This is an optimization exercise on Yosys and OpenROAD, whose aim is small area, a short achievable clock period and few clock cycles per item, not a production implementation. In this exercise RTL edits were held to simulation tests only and were not proved equivalent to the original. Power is estimated from default activity; no workload was simulated.

## alu_exec_top
module alu_exec_top
(
    input  logic                clk,
    input  logic                arst_n,
    input  logic                in_valid,
    input  alu_pkg::alu_op_e             in_op,
    input  logic [data_w-1:0]   in_a,
    input  logic [data_w-1:0]   in_b,
    input  logic [shamt_w-1:0]  in_shamt,
    input  logic [shamt_w-1:0]  in_rd,
    output logic                in_credit,
    output logic                out_valid,
    output logic [data_w-1:0]   out_result,
    output logic                out_zero,
    output logic                out_great,
    output logic                out_overflow,
    input  logic                out_credit
);
    logic [ctl_w-1:0]    in_ctl;
    logic [shamt_w-1:0]  in_sh_amt;
    logic [shamt_w-1:0]  in_amt_eff;
    logic                op_valid;
    logic [ctl_w-1:0]    op_ctl;
    logic [data_w-1:0]   op_a;
    logic [data_w-1:0]   op_b;
    logic [shamt_w-1:0]  op_sh_amt;
    logic [shamt_w-1:0]  op_amt_eff;
    logic [shamt_w-1:0]  op_rd;
    logic [data_w-1:0]   next_result;
    logic                next_great;
    logic                next_overflow;
    alu_decode decode_i (
        .op      (in_op),
  ...
Size: ~1900 cells after synthesis, roughly 130 flip-flops, roughly 120 I/O pins.
Settings: LEC_CHECK=0, ABC_AREA=1, CAP_MARGIN=20, CORE_MARGIN=2, CORE_UTILIZATION=50, SETUP_SLACK_MARGIN=3.7, SLEW_MARGIN=20; clock period 7.0 ns.
standard.sh (not shown) runs the stock make flow with config.mk's settings and CLKGATE_MAP_FILE= SYNTH_SCRIPT=/design/flow/synth_recipe.tcl, a recipe that flattens the netlist after the stock synthesis.
==> flow/flow/run.sh <==
#!/bin/bash
# Standard layout, with two changes: the port buffers the standard flow
# adds are a plain buf_1 instead of the slow delay buffer buffer_ports
# picks, and the buffers ABC adds are removed before timing repair.
set -euo pipefail
export BUFFER_PORTS_ARGS="-buffer_cell sky130_fd_sc_hd__buf_1"
export REMOVE_ABC_BUFFERS=1
bash standard.sh > standard_flow.log 2>&1
Testbench counts at the start, summed over its fixed seeds: cycles 9,616, items 9,600.
Change:
SETUP_SLACK_MARGIN = 4.3   (was 3.7)
Outcome: The new run finished with timing, DRC and antenna clean; first-iteration DRC count came out higher by roughly a tenth; worst setup slack gains 0.018 ns; clock skew stays flat; maximum frequency increases slightly.
Change:
SETUP_SLACK_MARGIN = 3.5   (was 4.3)
The changed run completed with no timing, DRC or antenna violations.
Setup slack degrades by 0.16 ns.
First-iteration DRC count went down by 8.2%.
Area after synthesis does not change.
Sequential power went down by about 0.8%.
Maximum frequency went down by 4.7%.
Critical path depth is unchanged.
Change:
SETUP_SLACK_MARGIN = 3.9   (was 3.5)
Result: Synthesized cell count stays the same; non-clock buffer count came out higher by 2; design area came out higher slightly; clock skew is about the same.


oak:
The RTL this note starts from:
==> flow/design.v <==
package alu_pkg;
    localparam int data_w  = 32;
    localparam int shamt_w = 5;
    localparam int op_w    = 6;
    localparam int queue_depth = 4;
    localparam int out_credits = 3;
    localparam int cnt_w       = 3;
    localparam int qptr_w      = 2;
    typedef enum logic [op_w-1:0] {
        alu_add   = 6'h00,
        alu_addu  = 6'h01,
        alu_sub   = 6'h02,
        alu_subu  = 6'h03,
        alu_and   = 6'h04,
        alu_or    = 6'h05,
        alu_xor   = 6'h06,
        alu_nor   = 6'h07,
        alu_slt   = 6'h08,
        alu_sltu  = 6'h09,
        alu_lui   = 6'h0a,
        alu_sll   = 6'h10,
        alu_srl   = 6'h11,
        alu_sra   = 6'h12,
        alu_sllv  = 6'h14,
        alu_srlv  = 6'h15,
        alu_srav  = 6'h16,
        alu_rotr  = 6'h18,
        alu_rotrv = 6'h19,
        alu_ins   = 6'h20,
        alu_ext   = 6'h21
    } alu_op_e;
endpackage
`timescale 1ns/1ps
import alu_pkg::*;
module alu_shift_unit
(
    input  logic [data_w-1:0]   src,
    input  logic [shamt_w-1:0]  amount,
    input  logic                left,
    output logic [data_w-1:0]   result
);
    logic [data_w-1:0]  stage [shamt_w+1];
    logic [shamt_w-1:0] amt_eff;
    assign stage[0] = left ? {src[0], src[data_w-1:1]} : src;
    assign amt_eff  = amount ^ {shamt_w{left}};
    for (genvar k = 0; k < shamt_w; k++) begin : g_stage
        for (genvar i = 0; i < data_w; i++) begin : g_bit
            assign stage[k+1][i] = amt_eff[k] ? stage[k][(i + (1 << k)) % data_w] : stage[k][i];
        end
    end
    assign result = stage[shamt_w];
endmodule
`timescale 1ns/1ps
import alu_pkg::*;
module alu_bitfield_unit
(
    input  logic                rotate,
    input  logic                left,
    input  logic                field,
    input  logic                is_ins,
    input  logic                sign_fill,
    input  logic [data_w-1:0]   b,
    input  logic [shamt_w-1:0]  amount,
    input  logic [shamt_w-1:0]  msb,
    input  logic [data_w-1:0]   rotated,
    output logic [data_w-1:0]   result
);
    logic [data_w-1:0] from_amt;
    logic [data_w-1:0] keep;
    logic [data_w-1:0] fill;
    always_comb begin
        for (int i = 0; i < data_w; i++) begin
            from_amt[i] = left ? (i >= amount) : ((data_w - 1 - i) >= amount);
            keep[i]     = rotate | (from_amt[i] & (~field | (i <= msb)));
            fill[i]     = is_ins ? b[i] : sign_fill;
        end
    end
    assign result = (rotated & keep) | (fill & ~keep);
endmodule
`timescale 1ns/1ps
import alu_pkg::*;
module alu_arith_unit
(
    input  logic                subtract,
    input  logic [data_w-1:0]   a,
    input  logic [data_w-1:0]   b,
    output logic [data_w-1:0]   sum,
    output logic                sum_ovf,
    output logic                lt_signed,
    output logic                lt_unsigned,
    output logic                great,
    output logic [data_w-1:0]   prop,
    output logic [data_w-1:0]   gen
);
    logic [data_w-1:0] b_eff, p, g;
    logic [data_w:0] c;    
    assign b_eff = b ^ {data_w{subtract}};
    assign p = a ^ b_eff;
    assign g = a & b_eff;
    assign prop = p;
    assign gen = g;
    logic [data_w-1:0] G [6];
    logic [data_w-1:0] P [6];
    assign G[0] = {g[data_w-1:1], g[0] | (p[0] & subtract)};
    assign P[0] = p;
    for (genvar l = 0; l < 5; l++) begin : g_l
        for (genvar i = 0; i < data_w; i++) begin : g_i
            if ((i >> l) & 1) begin : g_c
                localparam int j = ((i >> l) << l) - 1;
                assign G[l+1][i] = G[l][i] | (P[l][i] & G[l][j]);
                assign P[l+1][i] = P[l][i] & P[l][j];
            end else begin : g_p
                assign G[l+1][i] = G[l][i];
                assign P[l+1][i] = P[l][i];
            end
        end
    end
    assign c = {G[5], subtract};
    assign sum = p ^ c[data_w-1:0];
    assign sum_ovf = c[data_w] ^ c[data_w-1];
    assign lt_signed   = sum[data_w-1] ^ sum_ovf;
    assign lt_unsigned = ~c[data_w];
    assign great = $signed(a) > $signed(b);
endmodule
`timescale 1ns/1ps
import alu_pkg::*;
module alu_core
(
    input  alu_pkg::alu_op_e    op,
    input  logic [data_w-1:0]   a,
    input  logic [data_w-1:0]   b,
    input  logic [shamt_w-1:0]  shamt,
    input  logic [shamt_w-1:0]  rd,
    output logic [data_w-1:0]   result,
    output logic                great,
    output logic                overflow
);
    logic [op_w-1:0]   code;
    logic              is_field;
    logic              is_shift;
    logic              is_ins;
    logic              is_cmp;
    logic              is_logic;
    logic              is_arith;
    logic              is_lui;
    logic              subtract;
    logic              variable;
    logic              left;
    logic              rotate;
    logic              arith_sh;
    logic [data_w-1:0] sum;
    logic              sum_ovf;
    logic              lt_signed;
    logic              lt_unsigned;
    logic [data_w-1:0] sh_src;
    logic [shamt_w-1:0] sh_amt;
    logic [data_w-1:0] rotated;
    logic [data_w-1:0] shift_res;
    logic [data_w-1:0] logic_res;
    logic [data_w-1:0] prop;
    logic [data_w-1:0] gen;
    assign code     = op;
    assign is_field = code[5];
    assign is_ins   = code[5] & ~code[0];
    assign is_shift = code[5] | code[4] | is_lui;
    assign is_arith = ~code[5] & ~code[4] & ~code[3] & ~code[2];
    assign is_logic = ~code[5] & ~code[4] & ~code[3] &  code[2];
    assign is_cmp   = ~code[5] & ~code[4] &  code[3] & ~code[1];
    assign is_lui   = ~code[5] & ~code[4] &  code[3] &  code[1];
    assign subtract = ~code[2] & (code[1] | code[3]);
    assign variable = ~code[5] & (code[2] | (code[3] & code[0]));
    assign left     = (code[5] & ~code[0]) | (~code[5] & ~code[3] & ~code[1] & ~code[0]) | is_lui;
    assign rotate   = ~code[5] & code[4] & code[3];
    assign arith_sh = ~code[5] & ~code[3] & code[1];
    alu_arith_unit arith_i (
        .subtract    (subtract),
        .a           (a),
        .b           (b),
        .sum         (sum),
        .sum_ovf     (sum_ovf),
        .lt_signed   (lt_signed),
        .lt_unsigned (lt_unsigned),
        .great       (great),
        .prop        (prop),
        .gen         (gen)
    );
    assign sh_src = is_field ? a : b;
    assign sh_amt = is_lui ? shamt_w'(16) : (variable ? a[shamt_w-1:0] : shamt);
    alu_shift_unit shift_i (
        .src    (sh_src),
        .amount (sh_amt),
        .left   (left),
        .result (rotated)
    );
    alu_bitfield_unit field_i (
        .rotate    (rotate),
        .left      (left),
        .field     (is_field),
        .is_ins    (is_ins),
        .sign_fill (arith_sh & b[data_w-1]),
        .b         (b),
        .amount    (sh_amt),
        .msb       (rd),
        .rotated   (rotated),
        .result    (shift_res)
    );
    always_comb begin
        case (code[1:0])
            2'b00:   logic_res = gen;
            2'b01:   logic_res = prop | gen;
            2'b10:   logic_res = prop;
            default: logic_res = ~(prop | gen);
        endcase
    end
    assign result =
        ({data_w{is_arith}} & sum) |
        ({data_w{is_logic}} & logic_res) |
        ({data_w{is_shift}} & shift_res) |
        {{(data_w-1){1'b0}}, is_cmp & (code[0] ? lt_unsigned : lt_signed)};
    assign overflow = sum_ovf & is_arith & ~code[0];
endmodule
`timescale 1ns/1ps
import alu_pkg::*;
module alu_issue_queue
(
    input  logic                clk,
    input  logic                arst_n,
    input  logic                in_valid,
    output logic                in_credit,
    input  logic                out_credit,
    output logic                hold,
    output logic                out_valid
);
    logic              full;
    logic [cnt_w-2:0]  credits;
    assign out_valid = full & (credits != '0);
    assign hold      = ~in_valid;
    always_ff @(posedge clk or negedge arst_n) begin
        if (!arst_n) begin
            full      <= 1'b0;
            credits   <= (cnt_w-1)'(out_credits);
            in_credit <= 1'b0;
        end else begin
            full <= in_valid | (full & ~out_valid);
            case ({out_credit, out_valid})
                2'b10:   credits <= credits + (cnt_w-1)'(1);
                2'b01:   credits <= credits - (cnt_w-1)'(1);
                default: credits <= credits;
            endcase
            in_credit <= out_credit;
        end
    end
endmodule
`timescale 1ns/1ps
import alu_pkg::*;
module alu_exec_top
(
    input  logic                clk,
    input  logic                arst_n,
    input  logic                in_valid,
    input  alu_pkg::alu_op_e             in_op,
    input  logic [data_w-1:0]   in_a,
    input  logic [data_w-1:0]   in_b,
    input  logic [shamt_w-1:0]  in_shamt,
    input  logic [shamt_w-1:0]  in_rd,
    output logic                in_credit,
    output logic                out_valid,
    output logic [data_w-1:0]   out_result,
    output logic                out_zero,
    output logic                out_great,
    output logic                out_overflow,
    input  logic                out_credit
);
    logic                hold;
    logic [data_w-1:0]   next_result;
    logic                next_great;
    logic                next_overflow;
    alu_issue_queue ctrl_i (
        .clk        (clk),
        .arst_n     (arst_n),
        .in_valid   (in_valid),
        .in_credit  (in_credit),
        .out_credit (out_credit),
        .hold       (hold),
        .out_valid  (out_valid)
    );
    alu_core core_i (
        .op       (in_op),
        .a        (in_a),
        .b        (in_b),
        .shamt    (in_shamt),
        .rd       (in_rd),
        .result   (next_result),
        .great    (next_great),
        .overflow (next_overflow)
    );
    always_ff @(posedge clk) begin
        if (!hold) begin
            out_result   <= next_result;
            out_great    <= next_great;
            out_overflow <= next_overflow;
        end
    end
    assign out_zero = (out_result == '0);
endmodule
==> flow/config.mk <==
export PLATFORM = sky130hd
export DESIGN_NAME = alu_exec_top
export DESIGN_NICKNAME = alu_exec_top
export VERILOG_FILES = /design/flow/design.v
export SDC_FILE = /design/flow/constraint.sdc
export NUM_CORES = 4
export LEC_CHECK = 0
export ABC_AREA = 1
export CAP_MARGIN = 20
export CORE_MARGIN = 2
export CORE_UTILIZATION = 45
export SETUP_SLACK_MARGIN = 3.5
export SLEW_MARGIN = 20
==> flow/constraint.sdc <==
create_clock -name core_clock -period 7.0 [get_ports {clk}]
set_input_delay 1.4000 -clock core_clock [delete_from_list [all_inputs] [get_ports {clk}]]
set_output_delay 1.4000 -clock core_clock [all_outputs]
set_load 0.01 [all_outputs]
run.sh (not shown) runs the stock make flow with config.mk's settings and CLKGATE_MAP_FILE= SYNTH_SCRIPT=/design/flow/synth_recipe.tcl, a recipe that flattens the netlist after the stock synthesis.
Stock flow here: none of the scripts above is used.
Testbench counts of oak, summed over its fixed seeds: cycles 9,608, items 9,600.
### oak -> pine
==> flow/flow/run.sh (new file) <==
#!/bin/bash
# Standard layout, with the port buffers the standard flow adds made
# from a plain buf_1 instead of the slow delay buffer buffer_ports picks.
set -euo pipefail
export BUFFER_PORTS_ARGS="-buffer_cell sky130_fd_sc_hd__buf_1"

bash standard.sh > standard_flow.log 2>&1
==> flow/standard.sh (new file) <==
#!/bin/bash
# synth_recipe.tcl (not shown) runs the flow's synth.tcl, then flattens the netlist and writes it again
# the make line also repeats each setting of config.mk as NAME=value (left out here)
make -C /OpenROAD-flow-scripts/flow DESIGN_CONFIG=/design/flow/config.mk WORK_HOME=/design/flow/orfs CLKGATE_MAP_FILE= SYNTH_SCRIPT=/design/flow/synth_recipe.tcl "${@:-finish}"
-- flow/config.mk --
<<< oak, line 9
export CAP_MARGIN = 20
export CORE_MARGIN = 2
export CORE_UTILIZATION = 45
export SETUP_SLACK_MARGIN = 3.5
export SLEW_MARGIN = 20
>>> pine, line 9
export CAP_MARGIN = 20
export CORE_MARGIN = 2
export CORE_UTILIZATION = 55
export SETUP_SLACK_MARGIN = 2.5
export SLEW_MARGIN = 20
removed: flow/run.sh
### Flow results
Compared with oak, pine shows a die area that is about 18% lower. The proportion of power drawn by combinational gates number comes out lower for pine vs oak. Number of nets with antenna violations after routing came out exactly the same in pine and oak. From oak to pine the numbers moved as follows: maximum cell stage delay along the critical path down 310 ps; total power now smaller; number of global-route vias before repair lower. Taking oak as the reference, in pine minimum setup slack in the final design has decreased; final cell area excluding filler cells fell by 2900 um2; post-placement setup slack +260 ps.
Input changes introduced in birch (baseline for comparison: pine):
==> flow/flow/run.sh <==
#!/bin/bash
# Standard layout, with the port buffers the standard flow adds made
# from a plain buf_2 instead of the slow delay buffer buffer_ports picks.
set -euo pipefail
export BUFFER_PORTS_ARGS="-buffer_cell sky130_fd_sc_hd__buf_2"
bash standard.sh > standard_flow.log 2>&1
-- flow/config.mk --
<<< pine, line 9
export CAP_MARGIN = 20
export CORE_MARGIN = 2
export CORE_UTILIZATION = 55
export SETUP_SLACK_MARGIN = 2.5
export SLEW_MARGIN = 20
>>> birch, line 9
export CAP_MARGIN = 20
export CORE_MARGIN = 2
export CORE_UTILIZATION = 45
export SETUP_SLACK_MARGIN = 2.5
export SLEW_MARGIN = 20
## What came out
birch reached the final stage; the timing, DRC and antenna checks on its layout passed.
Measured against each other, birch and pine differ in die outline width, the higher figure coming from birch.
Comparing final area for birch and pine, the bigger number came from birch.
Summary — fill cell instance count of the final layout, birch relative to pine: higher, by 504.
Against pine, maximum resistive drop on vdd in birch came out better.
Non-clock buffer count, birch and pine: higher on birch
The setup slack number comes out lower for birch vs pine.
[compare] base=pine new=birch: tap cell instance count +22%; area occupied by multi-input gates +1.3%; power +3.8%; sequential group power -about 1%.
Looking at cell type of the slowest stage on the worst timing path, the sky130_fd_sc_hd__buf_4 result is from pine; the sky130_fd_sc_hd__o21ai_0 one comes from birch.
Edits applied to the flow inputs when going from birch to maple:
==> flow/flow/run.sh <==
#!/bin/bash
# Standard layout, with the port buffers the standard flow adds made
# from a plain buf_1 instead of the slow delay buffer buffer_ports picks.
set -euo pipefail
export BUFFER_PORTS_ARGS="-buffer_cell sky130_fd_sc_hd__buf_1"
export REMOVE_ABC_BUFFERS=1
bash standard.sh > standard_flow.log 2>&1
-- flow/config.mk --
<<< birch, line 9
export CAP_MARGIN = 20
export CORE_MARGIN = 2
export CORE_UTILIZATION = 45
export SETUP_SLACK_MARGIN = 2.5
export SLEW_MARGIN = 20
>>> maple, line 9
export CAP_MARGIN = 20
export CORE_MARGIN = 2
export CORE_UTILIZATION = 50
export SETUP_SLACK_MARGIN = 2.25
export SLEW_MARGIN = 20
==> results.txt <==
Diff birch -> maple: total power went down 7.6%, antenna diode count held, area added between synthesis and finish went down 5.9 points.
In maple, worst voltage drop across the vdd grid is lower than in birch.
maple can be clocked slower than birch.
Comparing birch and maple, the higher detailed-routing wirelength on met1 was measured on birch.
Comparing birch and maple, the lower combinational share of power is on birch.
Taking maple as 1.0, birch lands at 1.09 on routed wire length.
From birch to maple the numbers moved as follows: time the worst path needs with I/O delays and setup saw an increase, overall die height now smaller.

[static timing again, ports no longer ideal]
The flow's constraints put no driver on any port. The routed layouts listed below were extracted and timed again, unchanged, in two steps. Step 1, drivers: a clkbuf_16 drives clk and a buf_2 each remaining input, both assumed. Step 2 adds t to the input delays and takes it off the output delays; t is the mean of the earliest and latest rising clock arrival at the registers after step 1. Input paths then give back, and output paths get back, about the clock's delay inside the block. Slacks: no drivers / after step 1 / after step 2; pairs: no drivers / after step 1.
run	shift t [ns]	setup WS [ns]	hold slack, ns
the first run of note 1	0.481	3.713 / 3.659 / 3.873	0.480 / 0.480 / 0.480
the second run of note 1	0.481	3.731 / 3.680 / 3.966	0.480 / 0.480 / 0.480
the third run of note 1	0.481	3.571 / 3.519 / 3.772	0.479 / 0.479 / 0.479
the fourth run of note 1	0.479	3.726 / 3.675 / 3.934	0.480 / 0.480 / 0.480
oak	0.350	2.948 / 2.965 / 2.615	0.504 / 0.504 / 0.504
pine	0.326	2.615 / 2.630 / 2.305	0.504 / 0.504 / 0.504
birch	0.337	2.585 / 2.604 / 2.268	0.503 / 0.503 / 0.503
maple	0.349	2.456 / 2.480 / 2.131	0.500 / 0.500 / 0.500
After both steps every run listed still meets setup and hold. The setup slack of oak, which loses most, moves by +0.017 ns with the drivers and by -0.333 ns with both steps.
